From an optimization exercise on the open Yosys and OpenROAD flow, aimed at small area and a short achievable clock period; shortcuts taken in it are not production practice.
Where RTL was checked, it was by simulation tests only, not by an equivalence proof against the original.
Power is estimated from default activity; no workload was simulated.

## build 40
==> flow/design.v <==
package sdr_pkg;
   localparam int SAMPLE_W   = 8;
   localparam int FIFO_DEPTH = 512;
   localparam int STAT_W     = 16;
   typedef logic [SAMPLE_W-1:0] sample_t;
endpackage
module fifo_ram #(
   parameter int DEPTH = 512,
   parameter int WIDTH = 8,
   parameter int NB    = 16
) (
   input  logic                                   clk,
   input  logic                                   i_we,
   input  logic                                   i_push,
   input  logic [$clog2(DEPTH)-1:0]               i_waddr,
   input  logic [NB-1:0]                          i_wlo,
   input  logic [DEPTH/NB-1:0]                    i_whi_n,
   input  logic [WIDTH-1:0]                       i_wdata,
   input  logic [NB-1:0][$clog2(DEPTH/NB)-1:0]    i_baddr,
   output logic [NB-1:0][WIDTH-1:0]               o_pre
);
   localparam int AW = $clog2(DEPTH);
   localparam int BW = $clog2(NB);
   localparam int RW = AW - BW;
   localparam int NW = DEPTH / NB;         
   logic [WIDTH-1:0] w_word [NB][NW];
   logic [NB-1:0]    w_wlo_n;
   assign w_wlo_n = ~(i_wlo & {NB{i_we}});
   for (genvar i = 0; i < DEPTH; i++) begin : g_word
      logic             w_sel, w_hold;
      logic [WIDTH-1:0] r_q;
      assign w_sel  = ~(w_wlo_n[i % NB] | i_whi_n[i / NB]);
      assign w_hold = ~(w_sel & i_push);
      always_ff @(posedge clk)
         r_q <= (r_q & {WIDTH{w_hold}}) | (i_wdata & {WIDTH{w_sel}});
      assign w_word[i % NB][i / NB] = r_q;
   end
   for (genvar b = 0; b < NB; b++) begin : g_bank
      logic [WIDTH-1:0] w_node [2*NW-1];
      logic [WIDTH-1:0] r_pre;
      logic             w_hit;
      for (genvar k = 0; k < NW; k++) begin : g_leaf
         assign w_node[k] = w_word[b][k];
      end
      for (genvar l = 0; l < RW; l++) begin : g_lvl
         localparam int IN  = 2*NW - (2*NW >> l);
         localparam int OUT = 2*NW - (NW >> l);
         for (genvar j = 0; j < (NW >> (l+1)); j++) begin : g_mux
            assign w_node[OUT+j] = i_baddr[b][l] ? w_node[IN+2*j+1] : w_node[IN+2*j];
         end
      end
      assign w_hit = i_we && i_waddr == {i_baddr[b], BW'(b)};
      always_ff @(posedge clk)
         r_pre <= w_hit ? i_wdata : w_node[2*NW-2];
      assign o_pre[b] = r_pre;
   end
endmodule
module sample_fifo #(
   parameter int DEPTH       = sdr_pkg::FIFO_DEPTH,
   parameter int WIDTH       = sdr_pkg::SAMPLE_W,
   parameter int AFULL_LEVEL = DEPTH - 64
) (
   input  logic                   clk,
   input  logic                   rst_n,
   input  logic [WIDTH-1:0]       wr_data,
   input  logic                   wr_en,
   output logic                   full,
   output logic                   almost_full,
   input  logic                   read,
   output logic [WIDTH-1:0]       sample,
   output logic                   empty,
   output logic [$clog2(DEPTH):0] level,
   input  logic                   i_stats_clr,
   output logic [sdr_pkg::STAT_W-1:0]      o_overflow_cnt,
   output logic [sdr_pkg::STAT_W-1:0]      o_underflow_cnt
);
   localparam int AW = $clog2(DEPTH);
   localparam int LW = AW + 1;
   localparam int NB = 16;                 
   localparam int BW = $clog2(NB);
   localparam int RW = AW - BW;
   localparam int NW = DEPTH / NB;
   function automatic logic [LW-1:0] f_inc(input logic [LW-1:0] x);
      logic c;
      c = 1'b1;
      for (int k = 0; k < LW; k++) begin
         f_inc[k] = x[k] ^ c;
         c        = c & x[k];
      end
   endfunction
   function automatic logic [LW-1:0] f_dec(input logic [LW-1:0] x);
      logic c;
      c = 1'b1;
      for (int k = 0; k < LW; k++) begin
         f_dec[k] = x[k] ^ c;
         c        = c & ~x[k];
      end
   endfunction
   logic [AW-1:0]            r_wr_ptr;
   logic [NB-1:0]            r_wlo;        
   logic [NW-1:0]            r_whi_n;      
   logic [BW-1:0]            r_rd_bank;    
   logic [NB-1:0][RW-1:0]    r_bank_addr;  
   logic [NB-1:0][WIDTH-1:0] w_pre;
   logic [LW-1:0] r_level, r_level_p1, r_level_m1;
   logic          r_empty, r_full, r_afull;
   logic          r_can_wr, r_can_rd;      
   logic          w_wr, w_rd, w_up, w_dn, w_empty_nxt, w_full_nxt;
   logic [WIDTH-1:0] r_sample;
   assign w_wr        = wr_en & r_can_wr;
   assign w_rd        = read & r_can_rd;
   assign w_up        = w_wr & ~w_rd;
   assign w_dn        = w_rd & ~w_wr;
   assign w_empty_nxt = w_up ? 1'b0 : (w_dn ? r_level == LW'(1) : ~r_can_rd);
   assign w_full_nxt  = w_up ? r_level == LW'(DEPTH-1) : (w_dn ? 1'b0 : ~r_can_wr);
   assign level       = r_level;
   assign empty       = r_empty;
   assign full        = r_full;
   assign almost_full = r_afull;
   assign sample      = r_sample;
   always_ff @(posedge clk or negedge rst_n)
      if (!rst_n) begin
         r_wr_ptr    <= '0;
         r_wlo       <= NB'(1);
         r_whi_n     <= ~NW'(1);
         r_rd_bank   <= '0;
         r_level     <= '0;
         r_level_p1  <= LW'(1);
         r_level_m1  <= '1;
         r_empty     <= 1'b1;
         r_full      <= 1'b0;
         r_can_wr    <= 1'b1;
         r_can_rd    <= 1'b0;
         r_afull     <= 1'b0;
         r_sample    <= '0;
      end else begin
         if (w_wr) begin
            r_wr_ptr <= r_wr_ptr + 1'b1;
            r_wlo    <= {r_wlo[NB-2:0], r_wlo[NB-1]};
            if (r_wlo[NB-1]) r_whi_n <= {r_whi_n[NW-2:0], r_whi_n[NW-1]};
         end
         if (w_rd) begin
            r_rd_bank <= r_rd_bank + 1'b1;
            r_sample  <= w_pre[r_rd_bank];
         end
         if (w_up) begin
            r_level    <= r_level_p1;
            r_level_p1 <= f_inc(r_level_p1);
            r_level_m1 <= r_level;
         end else if (w_dn) begin
            r_level    <= r_level_m1;
            r_level_p1 <= r_level;
            r_level_m1 <= f_dec(r_level_m1);
         end
         r_empty  <= w_empty_nxt;
         r_full   <= w_full_nxt;
         r_can_rd <= ~w_empty_nxt;
         r_can_wr <= ~w_full_nxt;
         r_afull  <= w_up ? r_level >= LW'(AFULL_LEVEL-1) :
                     (w_dn ? r_level >= LW'(AFULL_LEVEL+1) : r_afull);
      end
   for (genvar b = 0; b < NB; b++) begin : g_baddr
      always_ff @(posedge clk or negedge rst_n)
         if (!rst_n) r_bank_addr[b] <= '0;
         else if (w_rd && r_rd_bank == BW'(b)) r_bank_addr[b] <= r_bank_addr[b] + 1'b1;
   end
   fifo_ram #(.DEPTH(DEPTH), .WIDTH(WIDTH), .NB(NB)) u_ram (
      .clk     (clk),
      .i_we    (r_can_wr),
      .i_push  (wr_en),
      .i_waddr (r_wr_ptr),
      .i_wlo   (r_wlo),
      .i_whi_n (r_whi_n),
      .i_wdata (wr_data),
      .i_baddr (r_bank_addr),
      .o_pre   (w_pre)
   );
   logic [sdr_pkg::STAT_W-1:0] r_ovf_cnt, r_udf_cnt;
   always_ff @(posedge clk or negedge rst_n)
      if (!rst_n) begin
         r_ovf_cnt <= '0;
         r_udf_cnt <= '0;
      end else if (i_stats_clr) begin
         r_ovf_cnt <= '0;
         r_udf_cnt <= '0;
      end else begin
         if (wr_en & ~r_can_wr & ~&r_ovf_cnt) r_ovf_cnt <= r_ovf_cnt + 1'b1;
         if (read & ~r_can_rd & ~&r_udf_cnt) r_udf_cnt <= r_udf_cnt + 1'b1;
      end
   assign o_overflow_cnt  = r_ovf_cnt;
   assign o_underflow_cnt = r_udf_cnt;
endmodule
Settings: LEC_CHECK=0, ABC_CLOCK_PERIOD_IN_PS=2500, CAP_MARGIN=20, CORE_MARGIN=2, CORE_UTILIZATION=55, CTS_CLUSTER_DIAMETER=80, CTS_CLUSTER_SIZE=30, SETUP_SLACK_MARGIN=2.3, SLEW_MARGIN=20, SYNTH_MEMORY_MAX_BITS=8192; clock period 4.8 ns.
standard.sh (not shown) runs the stock make flow with config.mk's settings and CLKGATE_MAP_FILE= SYNTH_SCRIPT=/design/flow/synth_recipe.tcl, a recipe that flattens the netlist after the stock synthesis.
==> flow/flow/run.sh <==
#!/bin/bash
# Layout flow: the standard ORFS flow (standard.sh, unchanged synthesis and
# layout steps), with the port buffers that placement inserts on every input
# and output made plain buffers (sky130_fd_sc_hd__buf_4) instead of the delay
# buffer buffer_ports picks by default. Each make run's full output goes to
# its own log file in this folder.
set -euo pipefail
bash standard.sh "BUFFER_PORTS_ARGS=-buffer_cell sky130_fd_sc_hd__buf_4" finish > flow_standard.log 2>&1
diff inputs: build 40 => trial 92
--- a/flow/design.v
+++ b/flow/design.v
@@ -121,9 +121,9 @@
    always_ff @(posedge clk or negedge rst_n)
       if (!rst_n) begin
          r_wr_ptr    <= '0;
          r_wlo       <= NB'(1);
-         r_whi_n     <= ~NW'(1);
+         r_whi_n     <= {{(NW-1){1'b1}}, 1'b0};
          r_rd_bank   <= '0;
          r_level     <= '0;
          r_level_p1  <= LW'(1);
          r_level_m1  <= '1;
[summary]
Global-route wire length before repair: build 40 vs trial 92, no meaningful difference
Fmax | trial 92 vs build 40 | trial 92 faster
Combinational power delta (build 40 -> trial 92): insignificant
The multi-input combinational cell count was comparable across trial 92 and build 40.
Between build 40 and trial 92, the part of the total power dissipated in sequential elements figures differ only marginally.
Looking at fraction of met3 tracks used by global routing across trial 92 and build 40, the one that comes out higher is build 40.
Function not checked in build 40: the RTL went through the layout flow alone.

re-timing with driven ports:
The flow's constraints put no driver on any port. The routed layouts listed below were extracted and timed again, unchanged, in two steps. Step 1, drivers: a clkbuf_16 drives clk and a buf_2 each remaining input, both assumed. Step 2 also shifts input and output timing later by t, the mid clock arrival at the registers, as if the neighbouring blocks saw the same clock. a / b / c = ideal / step 1 / step 2; a / b = the first two.
run	t, ns	setup slack, ns	worst hold slack (ns)	pins driven straight from the clock port
build 40	1.037	2.109 / 2.109 / 1.597	0.006 / -0.039 / 0.475	1
trial 92	1.033	2.156 / 2.156 / 1.447	0.014 / -0.034 / 0.477	1
After both steps setup and hold are still met in every run listed. The setup slack of trial 92, which loses most, moves by 0.000 ns with the drivers and by -0.709 ns with both steps.
